This design comes from an exercise in tuning for small area and a short achievable clock period on the open sky130 flow, not from production work.
RTL that was checked went through simulation tests only; none was proved equivalent to the original.
Only the layout flow was run in runs 2 and 3; the RTL was not checked for function there.
Power is estimated from default activity; no workload was simulated.

## design/flow/constraint.sdc

```tcl
create_clock -name core_clock -period 7.0 [get_ports {clk}]
set_input_delay 1.4000 -clock core_clock [delete_from_list [all_inputs] [get_ports {clk}]]
set_output_delay 1.4000 -clock core_clock [all_outputs]
set_load 0.01 [all_outputs]
```

## design/flow/config.mk

```make
export PLATFORM = sky130hd
export DESIGN_NAME = pc_fetch_unit
export DESIGN_NICKNAME = pc_fetch_unit
export VERILOG_FILES = /design/flow/design.v
export SDC_FILE = /design/flow/constraint.sdc
export NUM_CORES = 4
export LEC_CHECK = 0
export CAP_MARGIN = 20
export CORE_MARGIN = 2
export CORE_UTILIZATION = 40
export SETUP_SLACK_MARGIN = 0.2
export SLEW_MARGIN = 20
```

## design/flow/run.sh

```bash
#!/bin/bash
# synth_recipe.tcl (not shown) runs the flow's synth.tcl, then flattens the netlist and writes it again
# the make line also repeats each setting of config.mk as NAME=value (left out here)
make -C /OpenROAD-flow-scripts/flow DESIGN_CONFIG=/design/flow/config.mk WORK_HOME=/design/flow/orfs CLKGATE_MAP_FILE= SYNTH_SCRIPT=/design/flow/synth_recipe.tcl finish
```

## design/flow/design.v

```verilog
module pc_fetch_unit #(
    parameter int          IMEM_DEPTH = 64,
    parameter logic [31:0] RESET_PC   = 32'h0000_0000
) (
    input  logic                          clk,
    input  logic                          rst,
    input  logic                          load_en,
    input  logic [$clog2(IMEM_DEPTH)-1:0] load_addr,
    input  logic [31:0]                   load_data,
    input  logic                          start,
    input  logic                          stall,
    input  logic                          branch,
    input  logic                          branch_ne,
    input  logic                          jump,
    input  logic                          zero,
    output logic [31:0]                   instr_out,
    output logic [5:0]                    opcode,
    output logic [31:0]                   pc_out,
    output logic [31:0]                   pc_plus4,
    output logic                          valid,
    output logic                          halted,
    output logic                          fault,
    output logic [15:0]                   instr_count
);
    localparam int            AW        = $clog2(IMEM_DEPTH);
    localparam logic [AW-1:0] START_IDX = RESET_PC[AW+1:2];
    localparam logic [31:0]   HALT_WORD = 32'hFFFF_FFFF;
    typedef enum logic [1:0] {
        IDLE = 2'd0,
        RUN  = 2'd1,
        HALT = 2'd2
    } state_t;
    state_t      state_q;
    logic [31:0] pc_q;
    logic [31:0] instr_q;
    logic        fault_q;
    logic [15:0] count_q;
    logic [31:0] imem_q [IMEM_DEPTH];
    logic [31:0] pc_plus4_d;
    logic [31:0] br_off_d;
    logic [31:0] pc_d;
    logic [31:0] start_word_d;
    logic        take_branch_d;
    logic        out_of_range_d;
    logic        load_ok_d;
    assign pc_plus4_d = pc_q + 32'd4;
    assign br_off_d      = {{14{instr_q[15]}}, instr_q[15:0], 2'b00};
    assign take_branch_d = branch & (zero ^ branch_ne);
    always_comb begin
        pc_d = pc_plus4_d;
        if (jump) begin
            pc_d = {pc_plus4_d[31:28], instr_q[25:0], 2'b00};
        end else if (take_branch_d) begin
            pc_d = pc_plus4_d + br_off_d;
        end
    end
    assign out_of_range_d = (pc_d[31:2] >= 30'(IMEM_DEPTH));
    assign load_ok_d = !rst && load_en && (state_q != RUN);
    assign start_word_d = (load_en && (load_addr == START_IDX)) ? load_data
                                                                : imem_q[START_IDX];
    always_ff @(posedge clk) begin
        if (load_ok_d) begin
            imem_q[load_addr] <= load_data;
        end
    end
    always_ff @(posedge clk) begin
        if (rst) begin
            state_q <= IDLE;
            pc_q    <= RESET_PC;
            instr_q <= 32'd0;
            fault_q <= 1'b0;
            count_q <= 16'd0;
        end else begin
            case (state_q)
                IDLE, HALT: begin
                    if (start) begin
                        state_q <= RUN;
                        pc_q    <= RESET_PC;
                        instr_q <= start_word_d;
                        fault_q <= 1'b0;
                        count_q <= 16'd1;
                    end
                end
                RUN: begin
                    if (!stall) begin
                        if (instr_q == HALT_WORD) begin
                            state_q <= HALT;
                        end else if (out_of_range_d) begin
                            state_q <= HALT;
                            fault_q <= 1'b1;
                            pc_q    <= pc_d;
                            instr_q <= 32'd0;
                        end else begin
                            pc_q    <= pc_d;
                            instr_q <= imem_q[pc_d[AW+1:2]];
                            if (count_q != 16'hFFFF) begin
                                count_q <= count_q + 16'd1;
                            end
                        end
                    end
                end
                default: state_q <= IDLE;
            endcase
        end
    end
    assign instr_out   = instr_q;
    assign opcode      = instr_q[31:26];
    assign pc_out      = pc_q;
    assign pc_plus4    = pc_plus4_d;
    assign valid       = (state_q == RUN);
    assign halted      = (state_q == HALT);
    assign fault       = fault_q;
    assign instr_count = count_q;
endmodule
```

==> flow_summary.ini, run 1 <==
[floorplan]
design.core.area_um2 = 220000
initial_utilization_pct = 40.2
ios = 168
die_x_um = 474
die-area_um2 = 224000
rows = 172
die_h_um = 474

[timing]
clock_skew_ns = 0.0378
finalSetupTns_ns = 0
min_period_over_period_pct = 89.8
worst_pin_slew_ns = 1.11
fin_crit_ns = 6.29
whs_ns = 0.487
max_freq_ghz = 0.159
drv_slew = 0
rsz0062_at_grt = no
max_slew_margin_pct = 25.2
setup_viol = 0
hold_viol_final = 0

[power]
vdd_drop_max_v = 0.000218
p_leak_uw = 0.0344
p_per_area_nw_per_um2 = 279

[route]
wl_um = 286000
drt_iter0_drc = 8192
ant_nets = 0
dr_total_vias = 61100
drc = 0
vias_per_cell = 5.98
wl_per_cell_um = 27.9
first_pass_iters = 6

[layout]
areaGrowthSynthToFinish_pct = 14.7
nets = 7262
regArea_um2 = 63100
multiInputGateArea_um2 = 23600
fin_util_pct = 46.1
drive_gt1_share_pct = 9.67
fillCellCount = 19400

[grt]
grt_antenna_before_repair = 10
grt_pass1_wl_um = 411000
grt_pass1_vias = 57800
overflow = 0
grt_usage_pct = 24.9
grt_max_degree = 132

[synthesis]
ys_ff_latch = 2129
synth_ff_type = edfxtp_1
synthesis.area_um2 = 88300
avgSynthCellArea_um2 = 12.5
yosys_warnings = 1
postSynth.asyncResetShare_pct = 0
synth_seq_area_share_pct = 71.5
synth_edf_count = 2048
synthDistinctLibCells = 92
synth_cells = 7035

[placed_design]
dp_hpwl_um = 165000
gp_congestion = 0.936
io_buffers = 163

[clock_tree]
root_buffer = clkbuf_16
cts_tree = done
clk_latency_ns = 0.88
clock_path_buffers = 3
cts_max_level = 4
post_cts_buffers = 0
cts_resized = 0
cts_num_sinks = 2129
ctsHoldBuffers = 0
cts_buffers = 209
clk_pin_slew_worst_paths_ns = 0.06

[critical_path]
worstPathArrival_ns = 7.04
start_kind = register
cp.required_ns = 7.76
end_kind = register
cp_max_fo = 32
crit_type = reg2reg

[outcome]
status = finished clean

[worst_hold_path]
hp-class = reg2reg

[job]
drv_cap = 0
-- Yosys cell counts, types with 5 or more instances --
library cell     n  area share (%)
nand2_1       2127             9.0
edfxtp_1      2048              70
nand3_1        565             3.2
a311oi_1       441             4.4
clkbuf_1       348             1.5
and3_1         269             1.9
nor2_1         164            0.70
buf_1          101            0.43
nor3_1          99            0.56
a21oi_1         85            0.48
dfxtp_1         81             1.8
a311o_1         78            0.88
o21ai_0         61            0.35
buf_2           57            0.32
nand4_1         42            0.30
ha_1            37            0.52
mux2i_1         30            0.34
nor4_1          27            0.19
a22oi_1         24            0.20
inv_1           23           0.098
or3_1           21            0.15
a31oi_1         19            0.13
o221a_2         17            0.22
xnor2_1         17            0.17
o211ai_1        16            0.14
and4_1          13            0.13
xor2_1          13            0.13
a21o_1          11           0.094
o22ai_1         11           0.078
buf_4           10           0.085
o221a_1         10            0.13
or4_1           10           0.085
and2_1           9           0.064
nor2b_1          9           0.064
nand3b_1         8           0.068
o21a_1           8           0.068
o21ai_1          8           0.045
a211oi_1         7           0.060
o31a_1           6           0.060
a221oi_1         5           0.050
nand2b_1         5           0.035
o21bai_1         5           0.043
or2_2            5           0.035
-- kinds of logic (layout without fill, tap and decap cells) --
group                    Yosys count  count (layout)  synth area share [%]
AND/OR/NAND/NOR                 3399            3399                  16.8
flip-flops                      2129            2129                  71.5
AO/OA/AOI/OAI                    861             861                  7.94
buffers and inverters            540             856                  2.42
adder cells (fa/ha/maj)           38              38                 0.547
multiplexers                      36              36                 0.468
XOR/XNOR                          31              31                 0.316
other                              1               7               0.00425
-- area by class of cell --
cell class	count	share of cell area, %
diodes	3	0.00741
clock buffers	282	5.56
clock inverters	106	0.933
inverters	24	0.0890
multi-input cells	4369	23.3
flip-flops and latches	2129	62.3
well taps	2871	3.55
repair buffers	444	4.20
-- placed cells by master, fill, tap and decap left out, types with 51 or more instances in the layout --
cell and n:
a21oi_1 85, a311o_1 78, a311oi_1 441, and3_1 268, buf_12 54, buf_4 227
clkbuf_1 64, clkbuf_16 212, clkdlybuf4s50_1 130, clkinv_1 51, dfxtp_1 81, edfxtp_1 2048
nand2_1 2126, nand3_1 565, nor2_1 101, nor2_4 63, nor3_1 97, o21ai_0 61
-- flip-flops by register name (all words and copies together) (netlist names) --
| signal | cells |
|---|---|
| state_q | 2 |
| imem_q | 2048 |
| count_q | 16 |
| fault_q | 1 |
| pc_q | 30 |
| instr_q | 32 |
-- worst paths after layout --
check                                          start                        to  slack, ns  depth (start not counted)
worst max-delay path            pc_q[8]$_SDFFE_PP0P_  instr_q[25]$_SDFFE_PP0P_       0.71                         19
worst min-delay path            fault_q$_SDFFE_PP0P_      fault_q$_SDFFE_PP0P_       0.49                          2
worst max register to register  pc_q[8]$_SDFFE_PP0P_  instr_q[25]$_SDFFE_PP0P_       0.71                         19
worst min register to register  fault_q$_SDFFE_PP0P_      fault_q$_SDFFE_PP0P_       0.49                          2
-- metrics by stage --
stage,cell area [um2],power (uW),instances,worst slack [ns]
after floorplan,88300,16100,7038,0.848
after global placement,94600,17500,9834,0.462
after detailed placement,94700,17500,9837,0.350
after CTS,101000,28300,10200,0.942
after global routing,101000,29100,10200,0.457
final,101000,28200,10200,0.711
-- power breakdown --
group	internal, uW	leakage, uW	switching, uW
clock network	6140	0.00319	4810
registers	14000	0.0191	84.5
logic	968	0.0121	2250
-- critical path: stages, from the launching register on --
cell and delay, ns:
dfxtp_1 0.47, nand4_1 0.36, nor4_4 0.47, nand3_1 0.15, xor2_1 0.28, inv_1 0.18, ha_1 0.41, a21oi_1 0.45
o22ai_1 0.15, o41ai_1 0.52, mux2_2 0.42, a2111oi_0 0.48, buf_4 0.22, a311o_1 0.11, a21oi_1 0.05, and4_1 0.26
nand3_2 0.10, buf_4 0.59, a21oi_1 0.21, o221a_2 0.28
-- layer usage --
layer / up-vias / GRT usage, % / wire, um
met4: 10 / 8.38 / 9570
met1: 30800 / 35.2 / 117000
met3: 490 / 4.58 / 28300
met2: 3224 / 38.8 / 131000
li1: 26600 / - / -
met5: - / 0 / 78
==> run 2, diff against run 1 <==
==> design/flow/design.v (replaced) <==
module pc_fetch_unit #(
    parameter int          IMEM_DEPTH = 64,
    parameter logic [31:0] RESET_PC   = 32'h0000_0000
) (
    input  logic                          clk,
    input  logic                          rst,
    input  logic                          load_en,
    input  logic [$clog2(IMEM_DEPTH)-1:0] load_addr,
    input  logic [31:0]                   load_data,
    input  logic                          start,
    input  logic                          stall,
    input  logic                          branch,
    input  logic                          branch_ne,
    input  logic                          jump,
    input  logic                          zero,
    output logic [31:0]                   instr_out,
    output logic [5:0]                    opcode,
    output logic [31:0]                   pc_out,
    output logic [31:0]                   pc_plus4,
    output logic                          valid,
    output logic                          halted,
    output logic                          fault,
    output logic [15:0]                   instr_count
);
    localparam int AW = $clog2(IMEM_DEPTH);
    logic        run_q;      
    logic        halt_q;     
    logic        fault_q;
    logic [29:0] pc_q;       
    logic [15:0] count_q;
    logic [31:0] imem_q [IMEM_DEPTH];
    logic [31:0] rd;         
    logic        halt_word;
    logic [AW:0] p1;         
    logic [16:0] bsum;
    logic [29:0] pc_p4_w, pc_br_w, pc_j_w, pc_d;
    logic        oor_p4, oor_br, oor_j, oor_d;
    logic        take_branch;
    logic        adv;
    logic [IMEM_DEPTH-1:0] rsel;
    always_comb begin
        rd = '0;
        for (int i = 0; i < IMEM_DEPTH; i++) begin
            rsel[i] = (pc_q[AW-1:0] == AW'(i));
            rd = rd | ({32{rsel[i]}} & imem_q[i]);
        end
    end
    assign halt_word = &rd;
    assign p1      = {1'b0, pc_q[AW-1:0]} + 1'b1;
    assign pc_p4_w = 30'(p1);
    assign oor_p4  = p1[AW];
    assign pc_j_w  = {4'b0000, rd[25:0]};
    assign oor_j   = |rd[25:AW];
    assign bsum    = {1'b0, rd[15:0]} + 17'(p1);
    assign pc_br_w = {{14{rd[15] & ~bsum[16]}}, bsum[15:0]};
    assign oor_br  = (|bsum[15:AW]) | (rd[15] & ~bsum[16]);
    assign take_branch = branch & (zero ^ branch_ne);
    always_comb begin
        if (jump) begin
            pc_d  = pc_j_w;
            oor_d = oor_j;
        end else if (take_branch) begin
            pc_d  = pc_br_w;
            oor_d = oor_br;
        end else begin
            pc_d  = pc_p4_w;
            oor_d = oor_p4;
        end
    end
    assign adv = run_q & ~stall & ~halt_word;
    always_ff @(posedge clk) begin
        if (!rst && load_en && !run_q) begin
            imem_q[load_addr] <= load_data;
        end
    end
    always_ff @(posedge clk) begin
        if (rst) begin
            run_q   <= 1'b0;
            halt_q  <= 1'b0;
            fault_q <= 1'b0;
            pc_q    <= RESET_PC[31:2];
            count_q <= 16'd0;
        end else if (!run_q) begin
            if (start) begin
                run_q   <= 1'b1;
                halt_q  <= 1'b0;
                fault_q <= 1'b0;
                pc_q    <= RESET_PC[31:2];
                count_q <= 16'd1;
            end
        end else if (!stall) begin
            if (halt_word) begin
                run_q  <= 1'b0;
                halt_q <= 1'b1;
            end else begin
                pc_q <= pc_d;
                if (oor_d) begin
                    run_q   <= 1'b0;
                    halt_q  <= 1'b1;
                    fault_q <= 1'b1;
                end else if (count_q != 16'hFFFF) begin
                    count_q <= count_q + 16'd1;
                end
            end
        end
    end
    assign instr_out   = run_q ? rd : {32{halt_q & ~fault_q}};
    assign opcode      = instr_out[31:26];
    assign pc_out      = {pc_q, 2'b00};
    assign pc_plus4    = {pc_q + 30'd1, 2'b00};
    assign valid       = run_q;
    assign halted      = halt_q;
    assign fault       = fault_q;
    assign instr_count = count_q;
endmodule
--- a/design/flow/config.mk
+++ b/design/flow/config.mk
@@ -8,5 +8,5 @@
 export CAP_MARGIN = 20
 export CORE_MARGIN = 2
 export CORE_UTILIZATION = 40
-export SETUP_SLACK_MARGIN = 0.2
+export SETUP_SLACK_MARGIN = 3.5
 export SLEW_MARGIN = 20
==> run 2 against run 1 <==
  * Core utilization grew 6.0 points
  * Clock skew shrank 0.012 ns
  * Worst hold slack gained 0.019 ns
  * Synthesized area shrank 9.1%
  * Non-clock buffer count grew 589
  * Routed wire length grew 37%
  * Via count is essentially flat
  * Critical path depth shrank 8
  * Clock-buffer cell count shrank 39
  * Power shrank 6.5%
  * Sequential share of layout area shrank 2.3 points
  * Synthesized cell count shrank 31%
  * Critical endpoint is now instr_out[22]
==> flow_summary.ini, run 2 <==
[grt]
overflow = 0
grt_usage_pct = 37.2
grt_max_degree = 65
grt_pass1_vias = 55200
grt_antenna_before_repair = 34
grt_pass1_wl_um = 507000

[critical_path]
critPathTopFamily = simple AND/OR/NAND/NOR gates
slowest_stage = a2111oi_4
start_kind = register
end_kind = primary output
worstPathArrival_ns = 4.57
worst-path-buf-inv = 4
crit_chain = buf_12 > nor2_4 > buf_4 > buf_4 > and3_4 > a2111oi_4 > nand3_1 > or4_4 > nor2_4 > o21ai_2 > buf_2
cp_max_fo = 9
max_stage_delay_ns = 1.18
cp.required_ns = 5.60
crit_type = reg2out

[floorplan]
design.core.area_um2 = 200000
rows = 164
die-area_um2 = 204000
initial_utilization_pct = 40.2
die_x_um = 452
ios = 168
die_h_um = 452

[clock_tree]
cts_num_sinks = 2094
ctsHoldBuffers = 0
cts_buffers = 204
clock_path_buffers = 3
clk_pin_slew_worst_paths_ns = 0.06
root_buffer = clkbuf_16
clk_latency_ns = 0.90
cts_tree = done
cts_max_level = 4

[synthesis]
yosys_warnings = 1
yosysTopAreaCell = edfxtp_1
synthDistinctLibCells = 99
synth_cells = 4853
ys_ff_latch = 2094
synth_common_cells = 2,048 x edfxtp_1, 419 x a22oi_1, 406 x and3_1, 215 x nand3_1, 187 x nor2_1
synth_edf_count = 2048
postSynth.asyncResetShare_pct = 0
synth_top_area_share_pct = 76.6
avgSynthCellArea_um2 = 16.5
synth_ff_type = edfxtp_1
synth_seq_area_share_pct = 77.8
yosysMostFrequentCell = edfxtp_1
synthesis.area_um2 = 80300
synthTopCellsByArea = edfxtp_1 77%, a22oi_1 3.9%, and3_1 3.2%, nand3_1 1.3%, a2111oi_0 1.3%

[timing]
fin_ws_ns = 1.03
finalSetupTns_ns = 0
clock_skew_ns = 0.0262
whs_ns = 0.506
max_slew_margin_pct = 7.22
worst_pin_slew_ns = 1.39
hold_viol_final = 0
fin_crit_ns = 5.97
drv_slew = 0
setup_viol = 0
max_freq_ghz = 0.168
rsz0062_at_grt = yes
min_period_over_period_pct = 85.3

[layout]
mostFrequentLayoutCells = 2,048 x edfxtp_1, 586 x buf_4, 411 x a22oi_1, 333 x and3_1, 207 x clkbuf_16
postLayoutCellArea_um2 = 104000
final_cells = 8623
fillCellCount = 15700
drive_gt1_share_pct = 32.0
reg.largest.list = imem_q x2048, pc_q x27, count_q x16
regArea_um2 = 62400
nets = 5841
areaGrowthSynthToFinish_pct = 29.6
largest_reg_flops = 2048
multiInputGateArea_um2 = 21000
mostFrequentLayoutCell = edfxtp_1
largest_register = imem_q

[job]
drv_cap = 0

[route]
vias_per_cell = 7.08
wl_um = 392000
drc = 0
ant_nets = 0
wl_per_cell_um = 45.5
first_pass_iters = 7
dr_total_vias = 61100
drt_iter0_drc = 13100

[placed_design]
gp_congestion = 0.945
dp.cells = 7661
dpl_cell_area_um2 = 88500
io_buffers = 163
dp_hpwl_um = 215000
place_ws_ns = 0.494

[outcome]
status = finished clean

[worst_hold_path]
hp-class = reg2reg

[power]
p_per_area_nw_per_um2 = 254
p_leak_uw = 0.0356
vdd_drop_max_v = 0.000223
==> run 2: changes by cell type after synthesis, moves of 48 or more <==
cell | previous run | this run
a2111oi_0 | 4 | 117
buf_2 | 57 | 105
buf_1 | 101 | 15
nand2_1 | 2127 | 156
clkbuf_1 | 348 | 150
a311oi_1 | 441 | 1
nor3_1 | 99 | 41
nand4_1 | 42 | 163
and3_1 | 269 | 406
a22oi_1 | 24 | 419
a311o_1 | 78 | 0
nand3_1 | 565 | 215
a221oi_1 | 5 | 106
a22o_1 | 1 | 113
==> run 2: stage by stage <==
step / utilization, % / power (uW)
2_1_floorplan: - / 14600
5_1_grt: 52.1 / 26800
3_3_place_gp: 44.3 / 15200
4_1_cts: 50.9 / 26100
6_report: 52.1 / 26400
3_5_place_dp: 44.3 / 15200
==> run 2: final timing paths <==
check	from	to	slack [ns]	cells past startpoint
setup / recovery	pc_q[2]$_SDFFE_PP0P_	instr_out[22]	1.03	11
hold reg to reg	count_q[4]$_SDFFE_PP0P_	count_q[4]$_SDFFE_PP0P_	0.51	2
setup reg to reg	pc_q[0]$_SDFFE_PP0P_	count_q[15]$_SDFFE_PP0P_	1.26	25
hold / removal	count_q[4]$_SDFFE_PP0P_	count_q[4]$_SDFFE_PP0P_	0.51	2
==> run 2: final cells by class <==
| type | count | area share (%) |
|---|---|---|
| timing repair buffer | 1033 | 10.1 |
| clock buffer | 243 | 5.05 |
| sequential | 2094 | 60.0 |
| inverter | 24 | 0.0987 |
| clock inverter | 133 | 1.23 |
| tap | 2656 | 3.20 |
| multi-input combinational | 2424 | 20.2 |
| antenna | 16 | 0.0385 |
==> run 2: report_power, final <==
group,total [uW],internal (uW),switching (uW),leakage [uW]
Clock,11000,6000,5000,0.00317
Sequential,13800,13800,23.9,0.0188
Combinational,1610,536,1080,0.0136
==> run 2: cell families (layout without fill, tap and decap cells) <==
group / after synthesis / in the layout / synth area share, %
adder cells (fa/ha/maj): 13 / 13 / 0.212
other: 1 / 20 / 0.00467
XOR/XNOR: 29 / 29 / 0.316
flip-flops: 2094 / 2094 / 77.8
AND/OR/NAND/NOR: 1363 / 1373 / 9.57
AO/OA/AOI/OAI: 966 / 968 / 9.47
multiplexers: 37 / 37 / 0.476
buffers and inverters: 350 / 1433 / 2.18
==> run 2: repair_timing <==
item,4_1_cts,5_1_grt
gates cloned,22,4
resized for setup,784,234
pin swaps,266,185
endpoints found under the setup margin,1704,401
setup buffers,421,123
==> run 2: per-layer routing <==
metal | GRT usage, % | wire (um) | part of all wire [%]
met5 | 0 | 158 | 0.040
met4 | 28.7 | 38700 | 9.9
met3 | 16.1 | 71700 | 18
met2 | 51.5 | 158000 | 40
met1 | 45.6 | 123000 | 31
==> run 2: tightest hold or removal path, stage by stage (launching register included) <==
cell	delay, ns
dfxtp_1	0.34
nand2_1	0.06
mux2i_1	0.06
==> run 3, diff against run 2 <==
--- a/design/flow/design.v
+++ b/design/flow/design.v
@@ -37,14 +37,7 @@
     logic        oor_p4, oor_br, oor_j, oor_d;
     logic        take_branch;
     logic        adv;
-    logic [IMEM_DEPTH-1:0] rsel;
-    always_comb begin
-        rd = '0;
-        for (int i = 0; i < IMEM_DEPTH; i++) begin
-            rsel[i] = (pc_q[AW-1:0] == AW'(i));
-            rd = rd | ({32{rsel[i]}} & imem_q[i]);
-        end
-    end
+    assign rd        = imem_q[pc_q[AW-1:0]];
     assign halt_word = &rd;
     assign p1      = {1'b0, pc_q[AW-1:0]} + 1'b1;
     assign pc_p4_w = 30'(p1);
--- a/design/flow/config.mk
+++ b/design/flow/config.mk
@@ -8,5 +8,5 @@
 export CAP_MARGIN = 20
 export CORE_MARGIN = 2
 export CORE_UTILIZATION = 40
-export SETUP_SLACK_MARGIN = 3.5
+export SETUP_SLACK_MARGIN = 0.2
 export SLEW_MARGIN = 20
==> run 3 against run 2 <==
  * Sequential power about the same
  * Die area up 3.2%
  * Highest routed layer unchanged
  * Clock-buffer cell count up 12
  * Largest power group unchanged
  * Core utilization down 6.1 points
  * Critical path depth down 1
  * Final area down 8.7%
  * Clock skew up 0.027 ns
  * Clock power about the same
  * Global-route usage down 15 points
  * Non-clock buffer count down 686
  * Synthesized area up 3.3%
  * Still clean
==> flow_summary.ini, run 3 <==
[outcome]
status = finished clean

[layout]
areaGrowthSynthToFinish_pct = 14.6
nets = 4460
largest_reg_flops = 2048
mostFrequentLayoutCells = 2,048 x edfxtp_1, 430 x mux4_2, 227 x mux2i_1, 206 x clkbuf_16, 192 x nand2_1
reg.largest.list = imem_q x2048, pc_q x27, count_q x16
drive_gt1_share_pct = 22.8
mostFrequentLayoutCell = edfxtp_1
largest_register = imem_q
fin_util_pct = 46.0

[route]
drc = 0
drt_iter0_drc = 5401
wl_um = 238000
dr_total_vias = 43600
first_pass_iters = 5
wl_per_cell_um = 32.6
vias_per_cell = 6.00
ant_nets = 0

[synthesis]
synth_seq_area_share_pct = 75.5
yosysMostFrequentCell = edfxtp_1
synth_ff_type = edfxtp_1
postSynth.asyncResetShare_pct = 0
synth_cells = 4082
synth_common_cells = 2,048 x edfxtp_1, 430 x mux4_2, 227 x mux2i_1, 192 x nand2_1, 178 x a22oi_1
synthesis.area_um2 = 82900
avgSynthCellArea_um2 = 20.3
synth_edf_count = 2048
ys_ff_latch = 2100
synth_top_area_share_pct = 74.2
synthTopCellsByArea = edfxtp_1 74%, mux4_2 12%, mux2i_1 2.7%, a22oi_1 1.6%, dfxtp_1 1.3%
yosys_warnings = 1
synthDistinctLibCells = 92
yosysTopAreaCell = edfxtp_1

[timing]
setup_viol = 0
fin_crit_ns = 6.54
finalSetupTns_ns = 0
clock_skew_ns = 0.0533
whs_ns = 0.506
rsz0062_at_grt = no
hold_viol_final = 0
max_slew_margin_pct = 20.2
drv_slew = 0
max_freq_ghz = 0.153
min_period_over_period_pct = 93.4
worst_pin_slew_ns = 1.18

[critical_path]
cp_max_fo = 82
end_kind = primary output
crit_type = reg2out
cp.required_ns = 5.60
start_kind = register
worstPathArrival_ns = 5.14
worst_r2r_endpoint = count_q[0]$_SDFFE_PP0P_
rr_worst_depth = 17
ff2ff_setup_slack_ns = 1.10

[grt]
grt_usage_pct = 22.3
overflow = 0
grt_antenna_before_repair = 15
grt_max_degree = 83
grt_pass1_vias = 42800
grt_pass1_wl_um = 332000

[clock_tree]
clock_path_buffers = 3
ctsHoldBuffers = 0
cts_tree = done
cts_max_level = 4
root_buffer = clkbuf_16
clk_latency_ns = 0.86
cts_num_sinks = 2100
clk_pin_slew_worst_paths_ns = 0.06
cts_buffers = 206

[floorplan]
rows = 167
ios = 168
design.core.area_um2 = 206000
initial_utilization_pct = 40.1
die_h_um = 459
die_x_um = 459
die-area_um2 = 211000

[placed_design]
dp_hpwl_um = 139000
gp_congestion = 0.835
io_buffers = 163

[worst_hold_path]
min_from = count_q[6]$_SDFFE_PP0P_
hp-class = reg2reg
hold_depth = 2
min_to = count_q[6]$_SDFFE_PP0P_

[power]
vdd_drop_max_v = 0.000236
p_leak_uw = 0.0286
p_per_area_nw_per_um2 = 267

[job]
drv_cap = 0
## run 3: cell families after synthesis
| family | Yosys count | share of synthesized area, % |
|---|---|---|
| fa+ha+maj | 12 | 0.190 |
| simple gates | 586 | 3.50 |
| other cells | 1 | 0.00453 |
| mux | 664 | 14.6 |
| compound gates | 430 | 3.79 |
| xor+xnor | 31 | 0.328 |
| buf+inv | 258 | 2.10 |
| flops | 2100 | 75.5 |
## run 3: area by class of cell
cell class | instances | area (um2)
fill | 17200 | 111000
sequential | 2100 | 62600
multi-input combinational | 1727 | 19100
clock buffer | 255 | 5340
tap | 2704 | 3380
timing repair buffer | 347 | 3370
clock inverter | 121 | 1150
inverter | 19 | 71.3
antenna | 5 | 12.5
## run 3: worst max-delay path: stages, from the launching register on
cell	delay, ns
dfxtp_4	0.72
buf_12	0.34
buf_12	0.44
nand2_1	0.33
nor2_1	0.42
nand3_1	0.16
o21ai_0	0.43
nor3_1	0.11
buf_4	0.23
o21ai_0	0.39
clkdlybuf4s50_1	0.63
## run 3: worst max-delay path by stage
stage,startpoint,to,slack [ns],cells past startpoint
final,register,instr_out[12],0.46,10
after global routing,register,instr_out[12],0.27,10
after CTS,register,instr_out[12],0.29,10
after detailed placement,register,count_q[0]$_SDFFE_PP0P_,1.13,17
after global placement,register,count_q[0]$_SDFFE_PP0P_,1.16,18
after floorplan,register,count_q[0]$_SDFFE_PP0P_,1.96,23
## run 3: routing by layer
metal	vias to the layer above	routed length [um]	track usage (%)
met5	-	90	0
met3	398	19500	3.76
met4	14	7600	7.09
li1	17600	-	-
met1	23500	96200	31.1
met2	2111	114000	35.9
## run 3: where the power goes
group	switching, uW	leakage [uW]	total, uW	internal [uW]
Sequential	24.2	0.0188	13800	13800
Clock	4800	0.00314	10700	5920
Combinational	520	0.00663	775	255
## run 3: per-stage QoR
step | worst slack (ns) | std cells | cell area, um2 | total power [uW]
after floorplan | 1.96 | 4085 | 82900 | 14500
after global placement | 1.16 | 6894 | 88400 | 14900
after detailed placement | 1.13 | 6894 | 88400 | 14900
after CTS | 0.288 | 7270 | 94900 | 25500
after global routing | 0.270 | 7276 | 95000 | 26000
final | 0.461 | 7278 | 95000 | 25300
## run 3: repair_timing
action	in CTS	in global routing
buffers inserted	0	1
gates resized for setup	0	0
endpoints found under the setup margin	0	1

## afterwards: timing with drivers on the ports
No port has a modelled driver above. Below, the same layouts with a new extraction and two added sets of constraints.
Step 1, drivers: a clkbuf_16 drives clk and a buf_2 each remaining input, both assumed.
Step 2, shift: input delay + t, output delay - t, t = (earliest + latest rising clock arrival at the registers) / 2. This alone moves slack from input paths to output paths.
a / b / c = ideal ports / drivers / drivers and shift; a / b = the first two.
| run | shift t [ns] | slack for setup (ns) | hold slack, ns | latest minus earliest clock arrival (ns) |
|---|---|---|---|---|
| run 1 | 0.957 | 0.711 / 0.711 / 0.391 | 0.487 / 0.487 / 0.487 | 0.043 / 0.043 |
| run 2 | 0.988 | 1.030 / 0.933 / 1.261 | 0.506 / 0.506 / 0.506 | 0.038 / 0.038 |
| run 3 | 0.925 | 0.461 / 0.375 / 1.100 | 0.506 / 0.506 / 0.506 | 0.061 / 0.061 |
After both steps every run listed still meets setup and hold. The setup slack of run 1, which loses most, moves by 0.000 ns with the drivers and by -0.320 ns with both steps.
